From an optimization exercise on the open Yosys and OpenROAD flow, aimed at small area; shortcuts taken in it are not production practice.
In this exercise RTL edits were held to simulation tests only and were not proved equivalent to the original.

==> branch willow: inputs <==
## pan_tilt_top
module pan_tilt_top (
	input  logic clk,
	input  logic reset,
	input  logic in_valid,
	input  logic [11:0] x_com,
	input  logic [11:0] y_com,
	input  logic [11:0] x_light,
	input  logic [11:0] y_light,
	input  logic [11:0] height,
	output logic out_valid,
	output logic [7:0] pan,
	output logic [7:0] tilt
);
make LEC_CHECK=0 ABC_AREA=1 CAP_MARGIN=20 CORE_MARGIN=2 CORE_UTILIZATION=40 CTS_BUF_LIST='sky130_fd_sc_hd__clkbuf_4 sky130_fd_sc_hd__clkbuf_8' SLEW_MARGIN=20 finish   # period 5.0 ns
run.sh (not shown) runs the stock make flow with config.mk's settings and CLKGATE_MAP_FILE= SYNTH_SCRIPT=/design/flow/synth_recipe.tcl, a recipe that flattens the netlist after the stock synthesis.
==> branch garnet (differences from branch willow) <==
CTS_BUF_LIST = unset   (was sky130_fd_sc_hd__clkbuf_4 sky130_fd_sc_hd__clkbuf_8)
==> flow_summary_export.csv <==
group,metric,value,unit
layout,nClkBuffers,139,
hold_path,min_to,"pb3_r8",
global_routing,grt_use_met3,2.41,%
layout,layout_common_cells,"inv_1 (702), nand2_1 (681), dfxtp_1 (541)",
global_routing,grtUsageMet1,19.2,%
worst_setup_path,cp_cell_sequence,"ha_4 -> ha_4 -> nand2_2 -> nor2_2 -> a211oi_2 -> fa_2 -> xnor2_2 -> ha_1 -> a21o_1 -> a21oi_2 -> a21boi_4 -> nand3_2 -> o21ai_2 -> nand2_2 -> buf_4 -> nand2_1 -> nand2_1 -> inv_1 -> clkdlybuf4s15_2",
hold_path,hold_path.startpoint,"pb3_r7",
outcome,run_status,"timing/DRC/antenna clean",
cts,cts_buffers,95,
(the above is from branch willow)
==> flow_summary_export.csv <==
group,metric,value,unit
global_routing,grtUsageMet1,19.3,%
outcome,run_status,"timing/DRC/antenna clean",
hold_path,min_to,"tb1_r12",
cts,cts_buffers,61,
layout,layout_common_cells,"inv_1 (701), nand2_1 (682), dfxtp_1 (541)",
(the above is from branch garnet)


==> try-zinc <==
pan_tilt_top, a different RTL version from the one above (not shown whole).
==> flow/config.mk <==
export PLATFORM = sky130hd
export DESIGN_NAME = pan_tilt_top
export DESIGN_NICKNAME = pan_tilt_top
export VERILOG_FILES = /design/flow/design.v
export SDC_FILE = /design/flow/constraint.sdc
export NUM_CORES = 4
export LEC_CHECK = 0
export ABC_AREA = 1
export CAP_MARGIN = 20
export CORE_MARGIN = 2
export CORE_UTILIZATION = 40
export CTS_CLUSTER_DIAMETER = 100
export CTS_CLUSTER_SIZE = 24
export SLEW_MARGIN = 20
==> flow/constraint.sdc <==
create_clock -name core_clock -period 5.0 [get_ports {clk}]
set_input_delay 1.0000 -clock core_clock [delete_from_list [all_inputs] [get_ports {clk}]]
set_output_delay 1.0000 -clock core_clock [all_outputs]
set_load 0.01 [all_outputs]
standard.sh (not shown) runs the stock make flow with config.mk's settings and CLKGATE_MAP_FILE= SYNTH_SCRIPT=/design/flow/synth_recipe.tcl, a recipe that flattens the netlist after the stock synthesis.
==> flow/flow/run.sh <==
#!/bin/bash
set -euo pipefail
bash standard.sh ADDER_MAP_FILE= finish > flow_make.log 2>&1
==> try-willow (differences from try-zinc) <==
Settings changed: CTS_CLUSTER_DIAMETER 100 to 120, CTS_CLUSTER_SIZE 24 to 30.
==> results.txt <==
| quantity | try-willow | try-zinc |
|---|---|---|
| Global-route wire length before repair | 112.7 mm | 112.9 mm |
| Flop2flop setup slack | 0.57 ns | 0.58 ns |
| Proportion of layout cells with a drive suffix above 1 | 7.747% | 8.110% |
| Final critical-path setup slack | 0.3451 ns | 0.3058 ns |
| Growth of design area from synthesis to finish | 8.020% | 8.929% |
| Register fraction of the total cell area | 27.13% | 26.90% |
| Levels on crit path | 19 | 18 |
| Buffers outside the clock class | 112 | 116 |
| Global-route track usage on met3 | 1.286% | 1.460% |
| Clock tree buffer count of the final layout | 23 | 29 |
| Max stage delay on crit path | 0.35 ns | 0.36 ns |
| Startpoint of the tightest hold check path | tb2_r9$_DFF_P_ | height_r4[7]$_DFF_P_ |
| Router iterations before antenna repair | 5 | 6 |
| Result of the run | timing/DRC/antenna clean | timing/DRC/antenna clean |
| Multi-input gate share of the layout cell area | 56.33% | 55.84% |
| Cell Count, Final, Fillers Out | 6179 | 6197 |


==> inputs of amber <==
pan_tilt_top, a different RTL version from the one above (not shown whole).
==> flow/design.v (excerpt) <==
module pan_tilt_top (
	input  logic clk,
	input  logic reset,
	input  logic in_valid,
	input  logic [11:0] x_com,
	input  logic [11:0] y_com,
	input  logic [11:0] x_light,
	input  logic [11:0] y_light,
	input  logic [11:0] height,
	output logic out_valid,
	output logic [7:0] pan,
	output logic [7:0] tilt
);
export LEC_CHECK = 0
export ABC_AREA = 1
export CAP_MARGIN = 20
export CORE_MARGIN = 2
export CORE_UTILIZATION = 40
export CTS_CLUSTER_DIAMETER = 100
export CTS_CLUSTER_SIZE = 24
export SLEW_MARGIN = 20
create_clock -name core_clock -period 5.0 [get_ports {clk}]
Scripts as last shown in full above: flow/flow/run.sh
==> inputs of ember, as changes to amber <==
--- a/flow/design.v
+++ b/flow/design.v
@@ -121,30 +121,32 @@
 	logic [12:0] dy_s0;
 	logic [11:0] height_r1;
 	logic [0:0] sf_r1;
 	logic [11:0] px0_r1;
 	logic [12:0] py0_r1;
+	logic [12:0] hs_s1;
+	logic [26:0] hprod_s1;
 	logic [0:0] pb0_s1;
 	logic [12:0] px1_s1;
 	logic [12:0] py1_s1;
 	logic [0:0] pb1_s1;
 	logic [12:0] px2_s1;
 	logic [12:0] py2_s1;
-	logic [11:0] height_r2;
 	logic [0:0] sf_r2;
+	logic [12:0] hs_r2;
 	logic [0:0] pb0_r2;
 	logic [0:0] pb1_r2;
 	logic [12:0] px2_r2;
 	logic [12:0] py2_r2;
 	logic [0:0] pb2_s2;
 	logic [13:0] px3_s2;
 	logic [11:0] py3_s2;
 	logic [0:0] pb3_s2;
 	logic [13:0] px4_s2;
 	logic [10:0] py4_s2;
-	logic [11:0] height_r3;
 	logic [0:0] sf_r3;
+	logic [12:0] hs_r3;
 	logic [0:0] pb0_r3;
 	logic [0:0] pb1_r3;
 	logic [0:0] pb2_r3;
 	logic [0:0] pb3_r3;
 	logic [13:0] px4_r3;
@@ -153,12 +155,12 @@
 	logic [13:0] px5_s3;
 	logic [10:0] py5_s3;
 	logic [0:0] pb5_s3;
 	logic [13:0] px6_s3;
 	logic [9:0] py6_s3;
-	logic [11:0] height_r4;
 	logic [0:0] sf_r4;
+	logic [12:0] hs_r4;
 	logic [0:0] pb0_r4;
 	logic [0:0] pb1_r4;
 	logic [0:0] pb2_r4;
 	logic [0:0] pb3_r4;
 	logic [0:0] pb4_r4;
@@ -173,12 +175,12 @@
 	logic [7:0] py8_s4;
 	logic [0:0] pb8_s4;
 	logic [6:0] py9_s4;
 	logic [2:0] pa9_s4;
 	logic [13:0] pX_s4;
-	logic [11:0] height_r5;
 	logic [0:0] sf_r5;
+	logic [12:0] hs_r5;
 	logic [0:0] pb0_r5;
 	logic [0:0] pb1_r5;
 	logic [0:0] pb2_r5;
 	logic [0:0] pb3_r5;
 	logic [0:0] pb4_r5;
@@ -187,12 +189,10 @@
 	logic [0:0] pb7_r5;
 	logic [0:0] pb8_r5;
 	logic [6:0] py9_r5;
 	logic [2:0] pa9_r5;
 	logic [13:0] pX_r5;
-	logic [12:0] hs_s5;
-	logic [26:0] hprod_s5;
 	logic [0:0] pb9_s5;
 	logic [5:0] py10_s5;
 	logic [2:0] pa10_s5;
 	logic pc9_s5;
 	logic [3:0] plo9_s5;
@@ -205,21 +205,21 @@
 	logic [4:0] py12_s5;
 	logic [2:0] pa12_s5;
 	logic pc11_s5;
 	logic [3:0] plo11_s5;
 	logic [0:0] sf_r6;
+	logic [12:0] hs_r6;
 	logic [0:0] pb0_r6;
 	logic [0:0] pb1_r6;
 	logic [0:0] pb2_r6;
 	logic [0:0] pb3_r6;
 	logic [0:0] pb4_r6;
 	logic [0:0] pb5_r6;
 	logic [0:0] pb6_r6;
 	logic [0:0] pb7_r6;
 	logic [0:0] pb8_r6;
 	logic [13:0] pX_r6;
-	logic [12:0] hs_r6;
 	logic [0:0] pb9_r6;
 	logic [0:0] pb10_r6;
 	logic [0:0] pb11_r6;
 	logic [4:0] py12_r6;
 	logic [2:0] pa12_r6;
@@ -338,13 +338,10 @@
 	logic [8:0] ty8_s10;
 	logic [0:0] tb8_s10;
 	logic [7:0] ty9_s10;
 	logic [2:0] ta9_s10;
 	logic [14:0] tX_s10;
-	logic [5:0] tXh9_s10;
-	logic [0:0] tXa9_s10;
-	logic [2:0] tXl9_s10;
 	logic [7:0] pan_b_r11;
 	logic [0:0] tb1_r11;
 	logic [0:0] tb2_r11;
 	logic [0:0] tb3_r11;
 	logic [0:0] tb4_r11;
@@ -352,14 +349,11 @@
 	logic [0:0] tb6_r11;
 	logic [0:0] tb7_r11;
 	logic [0:0] tb8_r11;
 	logic [7:0] ty9_r11;
 	logic [2:0] ta9_r11;
-	logic [5:0] tXh9_r11;
-	logic [0:0] tXa9_r11;
-	logic [2:0] tXl9_r11;
-	logic [14:0] tX_s11;
+	logic [14:0] tX_r11;
 	logic [15:0] tpart_s11;
 	logic tpcsa_s11_1, tpcsa_s11_2;
 	logic tpcsa_s11_3, tpcsa_s11_4;
 	logic tpcsa_s11_5, tpcsa_s11_6;
 	logic tpcsa_s11_7, tpcsa_s11_8;
@@ -418,19 +412,19 @@
 	logic [7:0] tilt_b_s12;
 	logic tqcsa_s12_1, tqcsa_s12_2;
 	logic tqcsa_s12_3, tqcsa_s12_4;
 	logic tqcsa_s12_5, tqcsa_s12_6;
 	logic [7:0] tqcsa_s12_7, tqcsa_s12_8, tqcsa_s12_9;
-	logic [7:0] tlo_s12;
-	logic [8:0] th1_s12;
-	logic [8:0] thh_s12;
+	logic [15:0] tsum_s12;
 	logic [12:1] vld;
 	assign dx_s0 = {1'b0, x_com} - {1'b0, x_light};
 	assign dy_s0 = {1'b0, y_com} - {1'b0, y_light};
 	assign sf_s0 = dx_s0[12];
 	add_sk #(.W(12)) u_add1 (.a((dx_s0[11:0] ^ {12{dx_s0[12]}})), .b(12'd0), .ci(dx_s0[12]), .s(px0_s0));
 	add_sk #(.W(13)) u_add2 (.a((dy_s0 ^ {13{dx_s0[12]}})), .b(13'd0), .ci(dx_s0[12]), .s(py0_s0));
+	assign hprod_s1 = height_r1 * 15'd26981;
+	assign hs_s1 = hprod_s1[26:14];
 	assign pb0_s1 = ~py0_r1[12];
 	add_sk #(.W(13)) u_add3 (.a({1'b0, px0_r1}), .b({1'b0, (py0_r1[11:0] ^ {12{py0_r1[12]}})}), .ci(py0_r1[12]), .s(px1_s1));
 	add_sk #(.W(13)) u_add4 (.a(py0_r1), .b(({1'b0, px0_r1[11:0]} ^ {13{~py0_r1[12]}})), .ci(~py0_r1[12]), .s(py1_s1));
 	assign pb1_s1 = ~py1_s1[12];
 	add_sk #(.W(13)) u_add5 (.a(px1_s1), .b({2'b0, (py1_s1[11:1] ^ {11{py1_s1[12]}})}), .ci(py1_s1[12]), .s(px2_s1));
@@ -455,12 +449,10 @@
 	add_sk #(.W(8)) u_add18 (.a(py7_s4[7:0]), .b(({1'b0, px7_s4[13:7]} ^ {8{~py7_s4[8]}})), .ci(~py7_s4[8]), .s(py8_s4));
 	assign pb8_s4 = ~py8_s4[7];
 	assign pX_s4 = px8_s4;
 	assign pa9_s4 = {2'b0, py8_s4[7]};
 	add_sk #(.W(7)) u_add19 (.a(py8_s4[6:0]), .b(({1'b0, px8_s4[13:8]} ^ {7{~py8_s4[7]}})), .ci(~py8_s4[7]), .s(py9_s4));
-	assign hprod_s5 = height_r5 * 15'd26981;
-	assign hs_s5 = hprod_s5[26:14];
 	assign pb9_s5 = ~py9_r5[6];
 	assign pa10_s5 = pa9_r5 + {2'b0, py9_r5[6]};
 	assign plo9_s5 = {1'b0, pX_r5[2:0]} + {1'b0, pa9_r5};
 	assign pc9_s5 = (&pX_r5[8:3]) & plo9_s5[3];
 	add_sk #(.W(6)) u_add20 (.a(py9_r5[5:0]), .b(({1'b0, pX_r5[13:9]} ^ {6{~py9_r5[6]}})), .ci(~(pc9_s5 ^ py9_r5[6])), .s(py10_s5));
@@ -595,14 +587,10 @@
 	add_sk #(.W(9)) u_add41 (.a(ty7_r10[8:0]), .b(({1'b0, tx7_r10[14:7]} ^ {9{~ty7_r10[9]}})), .ci(~ty7_r10[9]), .s(ty8_s10));
 	assign tb8_s10 = ~ty8_s10[8];
 	assign tX_s10 = tx8_s10;
 	assign ta9_s10 = {2'b0, ty8_s10[8]};
 	add_sk #(.W(8)) u_add42 (.a(ty8_s10[7:0]), .b(({1'b0, tx8_s10[14:8]} ^ {8{~ty8_s10[8]}})), .ci(~ty8_s10[8]), .s(ty9_s10));
-	assign tXh9_s10 = tX_s10[14:9];
-	assign tXa9_s10 = &tX_s10[8:3];
-	assign tXl9_s10 = tX_s10[2:0];
-	assign tX_s11 = {tXh9_r11, {6{tXa9_r11}}, tXl9_r11};
 	assign tpcsa_s11_1 = tb2_r11 ^ tb3_r11;
 	assign tpcsa_s11_2 = tb2_r11 & tb3_r11;
 	assign tpcsa_s11_3 = tpcsa_s11_1 ^ tb4_r11 ^ tb6_r11;
 	assign tpcsa_s11_4 = (tpcsa_s11_1 & tb4_r11) | (tpcsa_s11_1 & tb6_r11) | (tb4_r11 & tb6_r11);
 	assign tpcsa_s11_5 = tpcsa_s11_2 ^ tb2_r11 ^ tb4_r11;
@@ -661,76 +649,74 @@
 	assign tpcsa_s11_58 = {1'b0, 1'b1, tpcsa_s11_55, tpcsa_s11_53, tpcsa_s11_51, tpcsa_s11_49, tpcsa_s11_47, tpcsa_s11_45, tpcsa_s11_43, tpcsa_s11_41, tpcsa_s11_39, tpcsa_s11_37, tpcsa_s11_35, tpcsa_s11_33, 1'b1, 1'b0};
 	add_sk #(.W(16)) u_add43 (.a(tpcsa_s11_57), .b(tpcsa_s11_58), .ci(1'b0), .s(tpcsa_s11_59));
 	assign tpart_s11 = tpcsa_s11_59;
 	assign tb9_s11 = ~ty9_r11[7];
 	assign ta10_s11 = ta9_r11 + {2'b0, ty9_r11[7]};
-	assign tlo9_s11 = {1'b0, tX_s11[2:0]} + {1'b0, ta9_r11};
-	assign tc9_s11 = (&tX_s11[8:3]) & tlo9_s11[3];
-	add_sk #(.W(7)) u_add44 (.a(ty9_r11[6:0]), .b(({1'b0, tX_s11[14:9]} ^ {7{~ty9_r11[7]}})), .ci(~(tc9_s11 ^ ty9_r11[7])), .s(ty10_s11));
+	assign tlo9_s11 = {1'b0, tX_r11[2:0]} + {1'b0, ta9_r11};
+	assign tc9_s11 = (&tX_r11[8:3]) & tlo9_s11[3];
+	add_sk #(.W(7)) u_add44 (.a(ty9_r11[6:0]), .b(({1'b0, tX_r11[14:9]} ^ {7{~ty9_r11[7]}})), .ci(~(tc9_s11 ^ ty9_r11[7])), .s(ty10_s11));
 	assign tb10_s11 = ~ty10_s11[6];
 	assign ta11_s11 = ta10_s11 + {2'b0, ty10_s11[6]};
-	assign tlo10_s11 = {1'b0, tX_s11[2:0]} + {1'b0, ta10_s11};
-	assign tc10_s11 = (&tX_s11[9:3]) & tlo10_s11[3];
-	add_sk #(.W(6)) u_add45 (.a(ty10_s11[5:0]), .b(({1'b0, tX_s11[14:10]} ^ {6{~ty10_s11[6]}})), .ci(~(tc10_s11 ^ ty10_s11[6])), .s(ty11_s11));
+	assign tlo10_s11 = {1'b0, tX_r11[2:0]} + {1'b0, ta10_s11};
+	assign tc10_s11 = (&tX_r11[9:3]) & tlo10_s11[3];
+	add_sk #(.W(6)) u_add45 (.a(ty10_s11[5:0]), .b(({1'b0, tX_r11[14:10]} ^ {6{~ty10_s11[6]}})), .ci(~(tc10_s11 ^ ty10_s11[6])), .s(ty11_s11));
 	assign tb11_s11 = ~ty11_s11[5];
 	assign ta12_s11 = ta11_s11 + {2'b0, ty11_s11[5]};
-	assign tlo11_s11 = {1'b0, tX_s11[2:0]} + {1'b0, ta11_s11};
-	assign tc11_s11 = (&tX_s11[10:3]) & tlo11_s11[3];
-	add_sk #(.W(5)) u_add46 (.a(ty11_s11[4:0]), .b(({1'b0, tX_s11[14:11]} ^ {5{~ty11_s11[5]}})), .ci(~(tc11_s11 ^ ty11_s11[5])), .s(ty12_s11));
+	assign tlo11_s11 = {1'b0, tX_r11[2:0]} + {1'b0, ta11_s11};
+	assign tc11_s11 = (&tX_r11[10:3]) & tlo11_s11[3];
+	add_sk #(.W(5)) u_add46 (.a(ty11_s11[4:0]), .b(({1'b0, tX_r11[14:11]} ^ {5{~ty11_s11[5]}})), .ci(~(tc11_s11 ^ ty11_s11[5])), .s(ty12_s11));
 	assign tb12_s11 = ~ty12_s11[4];
-	assign tlo12_s11 = {1'b0, tX_s11[2:0]} + {1'b0, ta12_s11};
-	assign tc12_s11 = (&tX_s11[11:3]) & tlo12_s11[3];
-	add_sk #(.W(5)) u_add47 (.a(ty12_s11), .b(({2'b0, tX_s11[14:12]} ^ {5{~ty12_s11[4]}})), .ci(~(tc12_s11 ^ ty12_s11[4])), .s(ty13_s11));
+	assign tlo12_s11 = {1'b0, tX_r11[2:0]} + {1'b0, ta12_s11};
+	assign tc12_s11 = (&tX_r11[11:3]) & tlo12_s11[3];
+	add_sk #(.W(5)) u_add47 (.a(ty12_s11), .b(({2'b0, tX_r11[14:12]} ^ {5{~ty12_s11[4]}})), .ci(~(tc12_s11 ^ ty12_s11[4])), .s(ty13_s11));
 	assign tb13_s12 = ~ty13_r12[4];
 	assign tqcsa_s12_1 = tb11_r12 ^ tb12_r12;
 	assign tqcsa_s12_2 = tb11_r12 & tb12_r12;
 	assign tqcsa_s12_3 = tb10_r12 ^ tb12_r12;
 	assign tqcsa_s12_4 = tb10_r12 & tb12_r12;
 	assign tqcsa_s12_5 = tb9_r12 ^ tb11_r12;
 	assign tqcsa_s12_6 = tb9_r12 & tb11_r12;
 	assign tqcsa_s12_7 = {1'b0, 1'b0, tb9_r12, tqcsa_s12_6, tqcsa_s12_4, tqcsa_s12_2, tqcsa_s12_1, 1'b0};
 	assign tqcsa_s12_8 = {1'b0, 1'b0, 1'b0, tb10_r12, tqcsa_s12_5, tqcsa_s12_3, tb13_s12, 1'b0};
 	add_sk #(.W(8)) u_add48 (.a(tqcsa_s12_7), .b(tqcsa_s12_8), .ci(1'b0), .s(tqcsa_s12_9));
-	assign tlo_s12 = {1'b0, tpart_r12[6:0]} + tqcsa_s12_9[7:0];
-	assign th1_s12 = tpart_r12[15:7] + 1'b1;
-	assign thh_s12 = tlo_s12[7] ? th1_s12 : tpart_r12[15:7];
-	assign tilt_b_s12 = thh_s12[8] ? 8'd0 : thh_s12[7] ? 8'd255 : {thh_s12[6:0], tlo_s12[6:6]};
+	add_sk #(.W(16)) u_add49 (.a(tpart_r12), .b({8'b0, tqcsa_s12_9}), .ci(1'b0), .s(tsum_s12));
+	assign tilt_b_s12 = tsum_s12[15] ? 8'd0 : tsum_s12[14] ? 8'd255 : tsum_s12[13:6];
 	always_ff @(posedge clk) begin
 		if (reset) vld <= '0;
 		else vld <= {vld[11:1], in_valid};
 	end
 	always_ff @(posedge clk) begin
 		height_r1 <= height;
 		sf_r1 <= sf_s0;
 		px0_r1 <= px0_s0;
 		py0_r1 <= py0_s0;
-		height_r2 <= height_r1;
 		sf_r2 <= sf_r1;
+		hs_r2 <= hs_s1;
 		pb0_r2 <= pb0_s1;
 		pb1_r2 <= pb1_s1;
 		px2_r2 <= px2_s1;
 		py2_r2 <= py2_s1;
-		height_r3 <= height_r2;
 		sf_r3 <= sf_r2;
+		hs_r3 <= hs_r2;
 		pb0_r3 <= pb0_r2;
 		pb1_r3 <= pb1_r2;
 		pb2_r3 <= pb2_s2;
 		pb3_r3 <= pb3_s2;
 		px4_r3 <= px4_s2;
 		py4_r3 <= py4_s2;
-		height_r4 <= height_r3;
 		sf_r4 <= sf_r3;
+		hs_r4 <= hs_r3;
 		pb0_r4 <= pb0_r3;
 		pb1_r4 <= pb1_r3;
 		pb2_r4 <= pb2_r3;
 		pb3_r4 <= pb3_r3;
 		pb4_r4 <= pb4_s3;
 		pb5_r4 <= pb5_s3;
 		px6_r4 <= px6_s3;
 		py6_r4 <= py6_s3;
-		height_r5 <= height_r4;
 		sf_r5 <= sf_r4;
+		hs_r5 <= hs_r4;
 		pb0_r5 <= pb0_r4;
 		pb1_r5 <= pb1_r4;
 		pb2_r5 <= pb2_r4;
 		pb3_r5 <= pb3_r4;
 		pb4_r5 <= pb4_r4;
@@ -740,21 +726,21 @@
 		pb8_r5 <= pb8_s4;
 		py9_r5 <= py9_s4;
 		pa9_r5 <= pa9_s4;
 		pX_r5 <= pX_s4;
 		sf_r6 <= sf_r5;
+		hs_r6 <= hs_r5;
 		pb0_r6 <= pb0_r5;
 		pb1_r6 <= pb1_r5;
 		pb2_r6 <= pb2_r5;
 		pb3_r6 <= pb3_r5;
 		pb4_r6 <= pb4_r5;
 		pb5_r6 <= pb5_r5;
 		pb6_r6 <= pb6_r5;
 		pb7_r6 <= pb7_r5;
 		pb8_r6 <= pb8_r5;
 		pX_r6 <= pX_r5;
-		hs_r6 <= hs_s5;
 		pb9_r6 <= pb9_s5;
 		pb10_r6 <= pb10_s5;
 		pb11_r6 <= pb11_s5;
 		py12_r6 <= py12_s5;
 		pa12_r6 <= pa12_s5;
@@ -805,13 +791,11 @@
 		tb6_r11 <= tb6_r10;
 		tb7_r11 <= tb7_s10;
 		tb8_r11 <= tb8_s10;
 		ty9_r11 <= ty9_s10;
 		ta9_r11 <= ta9_s10;
-		tXh9_r11 <= tXh9_s10;
-		tXa9_r11 <= tXa9_s10;
-		tXl9_r11 <= tXl9_s10;
+		tX_r11 <= tX_s10;
 		pan_b_r12 <= pan_b_r11;
 		tpart_r12 <= tpart_s11;
 		tb9_r12 <= tb9_s11;
 		tb10_r12 <= tb10_s11;
 		tb11_r12 <= tb11_s11;
Settings changed: CTS_CLUSTER_DIAMETER 100 to not set, CTS_CLUSTER_SIZE 24 to not set.
==> summary of the runs <==
- amber ran to the end with no violations. ember finished but failed the layout checks on setup timing.
- Against amber, the worst setup slack of ember is worse by 0.46 ns.
- Clock skew: ember is lower than amber (0.0098 ns).
- Of ember and amber, ember has the higher flip-flop and latch count (gap 9).
- Between amber and ember, the lower critical path depth is in amber (gap 15).
- Against ember, the first-iteration DRC count of amber is higher by about 22%.
- Of amber and ember, ember has the higher clock-buffer cell count (gap 37).

==> separate check: timing with driven ports <==
No port has a modelled driver above. Below, the same layouts with a new extraction and two added sets of constraints. Step 1 sets driving cells, clkbuf_16 on the clock port and buf_2 on the other inputs (assumed; they add their load-dependent delay and slew). Step 2 adds t to the input delays and takes it off the output delays; t is the mean of the earliest and latest rising clock arrival at the registers after step 1. Input paths then give back, and output paths get back, about the clock's delay inside the block. Three values: ideal ports, drivers, drivers and shift; two values: the first two.
| run | t (ns) | setup slack, ns | worst slew at a driven data input, ns |
|---|---|---|---|
| branch willow | 0.746 | 0.079 / 0.016 / 0.131 | 0.04 |
| branch garnet | 0.703 | 0.101 / 0.039 / 0.112 | 0.04 |
| try-zinc | 0.666 | 0.306 / 0.245 / 0.012 | 0.05 |
| try-willow | 0.631 | 0.345 / 0.281 / 0.074 | 0.05 |
| amber | 0.695 | 0.427 / 0.365 / 0.108 | 0.05 |
| ember | 0.681 | -0.036 / -0.098 / 0.318 | 0.06 |
For amber, which loses most, drivers alone change the setup slack by -0.062 ns; drivers and shift together by -0.319 ns.
